Source: an optimization exercise on an open RTL-to-GDS flow (aim: small area, a short achievable clock period and few clock cycles). Production flows keep margins and buffers that such runs may drop. Only simulation tests tie the RTL to the original design; equivalence was not proved. Power and IR drop assume default switching activity.

Design rms_level_meter_peak_hold, start of the top module:
module rms_level_meter_peak_hold #(
    parameter int MAX_FRAMES = rlm_pkg::RLM_MAX_FRAMES
) (
    input  logic                                i_clk,
    input  logic                                i_rst_n,
    input  logic                                i_in_valid,
    output logic                                o_in_ready,
    input  logic signed [rlm_pkg::SAMPLE_W-1:0] i_sample,
    input  logic                                i_last_sample,
    output logic                                o_out_valid,
    input  logic                                i_out_ready,
    output logic [rlm_pkg::LEVEL_W-1:0]         o_level,
    output logic [rlm_pkg::LEVEL_W-1:0]         o_peak_level
);
    logic          r_rdy;      
    logic [7:0]    r_cnt;      
    logic [7:0]    r_ncap;     
    logic [14:0]   r_z;        
    logic          r_s;        
    logic          r_v;        
    logic          r_cl;       
  ...
Size in the first run: ~1300 cells after synthesis, ~220 flip-flops, about 37 I/O pins, about 13000 um2 of cells after synthesis.
clock: 10.0 ns
lec_check: 0
abc_clock_period_in_ps: 3000
cap_margin: 20
core_margin: 2
core_utilization: 40
cts_buf_list: sky130_fd_sc_hd__clkbuf_16
cts_cluster_diameter: 100
cts_cluster_size: 30
slew_margin: 20
synth_hierarchical: 1
standard.sh (not shown) runs the stock make flow with config.mk's settings and CLKGATE_MAP_FILE= SYNTH_SCRIPT=/design/flow/synth_recipe.tcl, a recipe that flattens the netlist after the stock synthesis.
==> flow/flow/run.sh <==
#!/bin/bash
# The standard layout, with repair_timing aiming well past the 10 ns clock so that the
# resizer sizes gates and buffers for the period this design can reach, and a plain buffer
# (not a delay cell) on each port. Constraints unchanged.
set -euo pipefail
MARGIN=$(cat flow/margin.txt)
bash standard.sh SETUP_SLACK_MARGIN=$MARGIN "BUFFER_PORTS_ARGS=-buffer_cell sky130_fd_sc_hd__buf_2" finish > standard_flow.log 2>&1
==> flow/flow/margin.txt <==
6.85
The baseline passed the timing, DRC and antenna checks.
Testbench counts at the start, summed over its fixed seeds: cycles 32,158.
Next try:
==> flow/flow/margin.txt (replaced) <==
7.1
--- a/flow/config.mk
+++ b/flow/config.mk
@@ -12,3 +12,3 @@
-export CTS_BUF_LIST = sky130_fd_sc_hd__clkbuf_16
-export CTS_CLUSTER_DIAMETER = 100
-export CTS_CLUSTER_SIZE = 30
+export CTS_BUF_LIST = sky130_fd_sc_hd__clkbuf_8
+export CTS_CLUSTER_DIAMETER = 60
+export CTS_CLUSTER_SIZE = 16
Result:
- area after synthesis does not change
- clock power grows by 9.1%
- register-to-register slack improved by 210 ps
- total power grows by 8.6%
Next try:
==> flow/flow/margin.txt (replaced) <==
6.9
--- a/flow/config.mk
+++ b/flow/config.mk
@@ -12,3 +12,3 @@
-export CTS_BUF_LIST = sky130_fd_sc_hd__clkbuf_8
-export CTS_CLUSTER_DIAMETER = 60
-export CTS_CLUSTER_SIZE = 16
+export CTS_BUF_LIST = sky130_fd_sc_hd__clkbuf_16
+export CTS_CLUSTER_DIAMETER = 100
+export CTS_CLUSTER_SIZE = 30
What happened:
- utilization decreases by 2.4 points
- clock-buffer cell count falls by 15
- register-to-register slack degrades by 140 ps
- sequential power hardly moves
Next try:
==> flow/flow/margin.txt (replaced) <==
6.95
Clock skew goes down by 15 ps.
Worst setup slack gets better by 10 ps.
Sequential share of layout area goes up by 0.18 points.
Routed wire length barely changes.
Global-route usage stays flat.
Cell count stays flat.
Next try:
==> flow/flow/margin.txt (replaced) <==
6.9
--- a/flow/config.mk
+++ b/flow/config.mk
@@ -12,3 +12,3 @@
-export CTS_BUF_LIST = sky130_fd_sc_hd__clkbuf_16
-export CTS_CLUSTER_DIAMETER = 100
-export CTS_CLUSTER_SIZE = 30
+export CTS_BUF_LIST = sky130_fd_sc_hd__clkbuf_8
+export CTS_CLUSTER_DIAMETER = 60
+export CTS_CLUSTER_SIZE = 16
Wire length rises by 0.51%.
Clock power came out higher by 16%.
Critical path depth is unchanged.
Flip-flop and latch count does not change.
Via count falls by 0.37%.
Global-route usage hardly moves.
Cell area went up by 1.1%.
Clock-buffer cell count rises by 11.
Die area is unchanged.
Sequential share of layout area is lower by 0.38 points.
Next try:
==> flow/flow/margin.txt (replaced) <==
7.0
--- a/flow/config.mk
+++ b/flow/config.mk
@@ -12,3 +12,3 @@
-export CTS_BUF_LIST = sky130_fd_sc_hd__clkbuf_8
-export CTS_CLUSTER_DIAMETER = 60
-export CTS_CLUSTER_SIZE = 16
+export CTS_BUF_LIST = sky130_fd_sc_hd__clkbuf_16
+export CTS_CLUSTER_DIAMETER = 100
+export CTS_CLUSTER_SIZE = 30
The new run finished with timing, DRC and antenna clean.
Cell area is about the same.
Via count grows by 1.4%.
Sequential share of layout area grows by 0.19 points.
Utilization is about the same.
Die area is unchanged.
Global-route usage rose by 0.12 points.
Worst setup slack improved by 49 ps.
Worst hold slack gets worse by 19 ps.

Setup of job 3625:
Another version of the RTL of rms_level_meter_peak_hold (not shown whole).
Size in the first run: ~37 I/O pins, ~13000 µm² of cells after synthesis.
==> flow/config.mk <==
export PLATFORM = sky130hd
export DESIGN_NAME = rms_level_meter_peak_hold
export DESIGN_NICKNAME = rms_level_meter_peak_hold
export VERILOG_FILES = /design/flow/design.v
export SDC_FILE = /design/flow/constraint.sdc
export NUM_CORES = 4
export LEC_CHECK = 0
export ABC_CLOCK_PERIOD_IN_PS = 3000
export CAP_MARGIN = 20
export CORE_MARGIN = 2
export CORE_UTILIZATION = 40
export CTS_BUF_LIST = sky130_fd_sc_hd__clkbuf_16
export CTS_CLUSTER_DIAMETER = 100
export CTS_CLUSTER_SIZE = 30
export SLEW_MARGIN = 20
export SYNTH_HIERARCHICAL = 1
==> flow/constraint.sdc <==
create_clock -name core_clock -period 10.0 [get_ports {i_clk}]
set_input_delay 2.0000 -clock core_clock [delete_from_list [all_inputs] [get_ports {i_clk}]]
set_output_delay 2.0000 -clock core_clock [all_outputs]
set_load 0.01 [all_outputs]
==> flow/flow/margin.txt <==
6.95
Scripts as last shown in full above: flow/flow/run.sh
Testbench counts of job 3625, summed over its fixed seeds: cycles 32,158.
#### Input delta (job 1587 over job 3625)
diff --git a/flow/config.mk b/flow/config.mk
--- a/flow/config.mk
+++ b/flow/config.mk
@@ -9,5 +9,5 @@
 export CAP_MARGIN = 20
 export CORE_MARGIN = 2
-export CORE_UTILIZATION = 40
+export CORE_UTILIZATION = 60
 export CTS_BUF_LIST = sky130_fd_sc_hd__clkbuf_16
 export CTS_CLUSTER_DIAMETER = 100
==> results.txt <==
The standard cell with the maximum stage delay on the critical path comes out dfxtp_2 in one run and edfxtp_1 in the other, namely in job 1587 and job 3625 respectively.
Job 1587 vs job 3625 — instance area at placement dropped slightly
In job 1587 relative to job 3625, areal power density over the cells had gone up slightly.
As far as critical path depth goes, job 3625 and job 1587 are indistinguishable; the numbers are identical.
Vias: job 1587 more than job 3625
Job 1587 vs. job 3625: count of non-CTS buffers in the layout lost 4.0%; final critical-path share of the clock period now smaller.
The maximum clock frequency of job 1587 is higher than that of job 3625.
Net load switching power (job 1587 vs. job 3625) decreases slightly
In the flow results for job 3625 and job 1587, the number of buffers inserted by post-CTS setup repair is larger on job 3625.
On job 1587: maximum number of pins on one net before global-route repair is 14% higher than what job 3625 gave.
Between job 1587 and job 3625, the first-pass GRT wire length figures differ only marginally.
Modified inputs, job 3666 compared to job 1587
==> flow/flow/margin.txt <==
7.15
diff --git a/flow/config.mk b/flow/config.mk
--- a/flow/config.mk
+++ b/flow/config.mk
@@ -9,5 +9,5 @@
 export CAP_MARGIN = 20
 export CORE_MARGIN = 2
-export CORE_UTILIZATION = 60
+export CORE_UTILIZATION = 40
 export CTS_BUF_LIST = sky130_fd_sc_hd__clkbuf_16
 export CTS_CLUSTER_DIAMETER = 100
--- outcome ---
Job 3666 against job 1587: area after synthesis level, number of resized instances in the post-cts repair step moved up, global-route usage moved down, iteration count of the initial detailed-routing pass moved down.
Input-level comparison between job 123 and job 3666:
==> flow/flow/margin.txt <==
6.95
diff --git a/flow/config.mk b/flow/config.mk
--- a/flow/config.mk
+++ b/flow/config.mk
@@ -13,4 +13,5 @@
 export CTS_CLUSTER_DIAMETER = 100
 export CTS_CLUSTER_SIZE = 30
+export PLACE_DENSITY = 0.65
 export SLEW_MARGIN = 20
 export SYNTH_HIERARCHICAL = 1
Findings:
- Diff job 3666..job 123 | insertion delay of the later-clocked pin in the worst-skew pair | negligible
- Comparing job 123 against job 3666, there is no change at all in count of buffering cells on the critical path with inverters included.
- Summary of job 123 over job 3666: power attributed to the clock group level, worst hold slack moved up, number of cells on the worst reg-to-reg path moved down, global-route usage moved down, fraction of area in multi-input gates moved up.
- Job 123: full flow OK, the timing, DRC and antenna checks passed
- Job 123 does better than job 3666 on first-pass GRT wire length.
- Job 123 ends up with a met2 wirelength from detailed routing that is about 8% lower than in job 3666.
## Diff of input files: job 657 against job 123
diff --git a/flow/config.mk b/flow/config.mk
--- a/flow/config.mk
+++ b/flow/config.mk
@@ -9,9 +9,8 @@
 export CAP_MARGIN = 20
 export CORE_MARGIN = 2
-export CORE_UTILIZATION = 40
+export CORE_UTILIZATION = 50
 export CTS_BUF_LIST = sky130_fd_sc_hd__clkbuf_16
 export CTS_CLUSTER_DIAMETER = 100
 export CTS_CLUSTER_SIZE = 30
-export PLACE_DENSITY = 0.65
 export SLEW_MARGIN = 20
 export SYNTH_HIERARCHICAL = 1
--- outcome ---
Job 123 -> job 657: synthesized flop and latch total delta 0, exact match
On fmax, job 657 and job 123 are basically level.
NOTE: worst relative slew slack in job 657 falls short of that of job 123
For number of vias after detailed routing, job 123 and job 657 come out practically identical.
Any difference in share of final layout cell area taken by non-clock buffers between job 123 and job 657 is small enough to ignore.
Power in combinational cells ends up higher on job 123.
The following lists how job 4401 was set up differently from job 657:
==> flow/flow/margin.txt <==
6.9
diff --git a/flow/config.mk b/flow/config.mk
--- a/flow/config.mk
+++ b/flow/config.mk
@@ -9,5 +9,5 @@
 export CAP_MARGIN = 20
 export CORE_MARGIN = 2
-export CORE_UTILIZATION = 50
+export CORE_UTILIZATION = 40
 export CTS_BUF_LIST = sky130_fd_sc_hd__clkbuf_16
 export CTS_CLUSTER_DIAMETER = 100
--- outcome ---
On met2 usage: between job 4401 and job 657, it ends up higher for job 657. Delta (job 4401 minus job 657): overall routing resource usage now smaller; synthesis-to-layout area growth now larger; starting utilization of the core area now smaller; row count now larger; peak fanout along the critical path now smaller. Overall power of the completed layout: job 657 vs job 4401 — no meaningful difference. Compared with job 657, job 4401 has less setup slack. Taking job 657 as the reference, in job 4401 proportion of power drawn by the clock network now larger, final cell count now sits higher.

[afterwards: timing with drivers on the ports]
Ports are ideal in the flow. The routed layouts listed here were re-timed in OpenROAD.
Step 1 assumes that a clkbuf_16 drives the clock port and a buf_2 every other input.
Step 2 also shifts input and output timing later by t, the mid clock arrival at the registers, as if the neighbouring blocks saw the same clock.
a / b / c = ideal / step 1 / step 2; a / b = the first two.
| run | shift t [ns] | setup WS [ns] | worst hold slack (ns) |
|---|---|---|---|
| the first run of note 1 | 0.527 | 6.943 / 6.894 / 6.486 | 0.453 / 0.453 / 0.453 |
| the second run of note 1 | 0.599 | 6.910 / 6.864 / 6.558 | 0.435 / 0.435 / 0.435 |
| the third run of note 1 | 0.524 | 6.981 / 6.933 / 6.573 | 0.463 / 0.463 / 0.463 |
| the fourth run of note 1 | 0.520 | 6.992 / 6.944 / 6.577 | 0.456 / 0.456 / 0.456 |
| the fifth run of note 1 | 0.577 | 6.957 / 6.911 / 6.552 | 0.461 / 0.461 / 0.461 |
| the sixth run of note 1 | 0.529 | 7.006 / 6.956 / 6.562 | 0.443 / 0.443 / 0.443 |
| job 3625 | 0.520 | 6.968 / 6.922 / 6.530 | 0.446 / 0.446 / 0.446 |
| job 1587 | 0.525 | 6.996 / 6.949 / 6.502 | 0.450 / 0.450 / 0.450 |
| job 3666 | 0.520 | 6.962 / 6.914 / 6.589 | 0.445 / 0.445 / 0.445 |
| job 123 | 0.518 | 6.984 / 6.935 / 6.564 | 0.455 / 0.455 / 0.455 |
| job 657 | 0.525 | 6.993 / 6.947 / 6.530 | 0.455 / 0.455 / 0.455 |
| job 4401 | 0.523 | 6.979 / 6.930 / 6.530 | 0.451 / 0.451 / 0.451 |
After both steps setup and hold are still met in every run listed. The setup slack of job 1587, which loses most, moves by -0.047 ns with the drivers and by -0.494 ns with both steps.
